Context: an optimization exercise on an open-source flow, tuned for small area. The choices shown serve that exercise and are no tape-out recipe.
The RTL was checked by simulation tests, not by an equivalence proof against the original design.
No activity file was given, so power comes from the tool's default toggle rates.

## compass_calibrate_and_heading
module compass_calibrate_and_heading (
    input  logic        i_clk,
    input  logic        i_rst_n,
    input  logic        i_cfg_wen,
    input  logic        i_cfg_idx,
    input  logic [14:0] i_cfg_wdata,
    input  logic        s_axis_tvalid,
    output logic        s_axis_tready,
    input  logic [31:0] s_axis_tdata,
    input  logic [1:0]  s_axis_tuser,
    output logic        m_axis_tvalid,
    input  logic        m_axis_tready,
    output logic [23:0] m_axis_tdata
);
    localparam logic [2:0] S_IDLE = 3'd1;
    localparam logic [2:0] S_WID  = 3'd2;
    localparam logic [2:0] S_HX   = 3'd3;
    localparam logic [2:0] S_XF   = 3'd4;
    localparam logic [2:0] S_HY   = 3'd5;
    localparam logic [2:0] S_COR  = 3'd6;
    localparam logic [2:0] S_POST = 3'd7;
    localparam logic [27:0] ZI_POS  = 28'd2048;
    localparam logic [27:0] ZI_NEG  = 28'd47187968;
    localparam logic [27:0] ZI_ZERO = 28'd242254243;
    localparam logic [27:0] FULL    = 28'd94371840;
    localparam logic [511:0] ATAN_BITS = 512'h000001ca000003950000072900000e5300001ca60000394c000072970000e52f0001ca5b000394a8000728de000e4e2b001c80040038251d006a429d00b40000;
    logic [2:0]         r_st;
    logic [6:0]         r_j;
    logic [3:0]         r_i;
    logic               r_calib, r_dflt, r_mval;
    logic signed [15:0] r_minx, r_maxx, r_miny, r_maxy;
  ...
Size in the first run: ~1600 cells after synthesis, ~240 flip-flops, about 81 I/O pins.
Settings: LEC_CHECK=0, ABC_AREA=1, CAP_MARGIN=20, CORE_MARGIN=2, CORE_UTILIZATION=70, SLEW_MARGIN=20; clock period 12.0 ns.
standard.sh (not shown) runs the stock make flow with config.mk's settings and CLKGATE_MAP_FILE= SYNTH_SCRIPT=/design/flow/synth_recipe.tcl, a recipe that flattens the netlist after the stock synthesis.
==> flow/flow/run.sh <==
#!/bin/bash
# The standard layout (standard.sh) with two changes, both passed as ORFS variables:
#  - port buffers use the smallest buffer, sky130_fd_sc_hd__buf_1, instead of
#    ORFS's default pick; every input and output port still gets one
#  - clock tree synthesis uses sky130_fd_sc_hd__clkbuf_8, clusters up to 14
#    sinks within 80 um per leaf buffer and inserts no dummy loads
# make's full output goes to standard_flow.log here; each tool also keeps its
# own logs under orfs/logs.
set -euo pipefail
export BUFFER_PORTS_ARGS="-buffer_cell sky130_fd_sc_hd__buf_1"
export CTS_ARGS="-sink_clustering_enable -repair_clock_nets -sink_clustering_size 14 -sink_clustering_max_diameter 80 -buf_list sky130_fd_sc_hd__clkbuf_8 -dont_use_dummy_load"
bash standard.sh > standard_flow.log 2>&1
Then changed:
--- a/flow/flow/run.sh
+++ b/flow/flow/run.sh
@@ -1,3 +1,7 @@
 #!/bin/bash
-# The standard layout (standard.sh) with two changes, both passed as ORFS variables:
+# The standard layout (standard.sh) with three changes:
+#  - synthesis is the standard flow's own synthesis script, unchanged, except that Yosys's
+#    abc step maps the logic with flow/abc_amap.script (ABC's area mapper
+#    amap) instead of ORFS's abc_area.script; registers are mapped before abc,
+#    so they are the standard synthesis's registers
 #  - port buffers use the smallest buffer, sky130_fd_sc_hd__buf_1, instead of
@@ -9,4 +13,16 @@
 set -euo pipefail
+here=$(pwd)
 export BUFFER_PORTS_ARGS="-buffer_cell sky130_fd_sc_hd__buf_1"
 export CTS_ARGS="-sink_clustering_enable -repair_clock_nets -sink_clustering_size 14 -sink_clustering_max_diameter 80 -buf_list sky130_fd_sc_hd__clkbuf_8 -dont_use_dummy_load"
-bash standard.sh > standard_flow.log 2>&1
+export MY_ABC_SCRIPT="$here/flow/abc_amap.script"
+orig=$(grep -o 'SYNTH_SCRIPT=[^ ]*' standard.sh | head -1 | cut -d= -f2-)
+cat > my_synth.tcl <<EOT
+proc abc {args} {
+  set i [lsearch -exact \$args -script]
+  if {\$i >= 0} { set args [lreplace \$args [expr {\$i + 1}] [expr {\$i + 1}] \$::env(MY_ABC_SCRIPT)] }
+  yosys abc {*}\$args
+}
+source $orig
+EOT
+sed "s|SYNTH_SCRIPT=[^ ]*|SYNTH_SCRIPT=$here/my_synth.tcl|" standard.sh > my_standard.sh
+bash my_standard.sh > standard_flow.log 2>&1
==> flow/flow/abc_amap.script (new file) <==
strash
dch -f
amap
topo
stime -c
buffer -c
upsize -c
dnsize -c
=>
- maximum frequency climbs slightly
- worst hold slack stays flat
- total power came out higher by about a fifth
- routed wire length came out lower by a few percent

## what the ideal ports hide
The flow's constraints put no driver on any port. The routed layouts listed below were extracted and timed again, unchanged, in two steps. Step 1 sets driving cells, clkbuf_16 on the clock port and buf_2 on the other inputs (assumed; they add their load-dependent delay and slew). Step 2 adds t to the input delays and takes it off the output delays; t is the mean of the earliest and latest rising clock arrival at the registers after step 1. Input paths then give back, and output paths get back, about the clock's delay inside the block. Slacks: no drivers / after step 1 / after step 2; pairs: no drivers / after step 1.
run | t (ns) | setup slack, ns | clock arrival spread, ns
the first run | 0.559 | 1.558 / 1.558 / 1.242 | 0.039 / 0.039
the second run | 0.566 | 1.642 / 1.642 / 1.151 | 0.035 / 0.035
After both steps setup and hold are still met in every run listed. The setup slack of the second run, which loses most, moves by 0.000 ns with the drivers and by -0.491 ns with both steps.
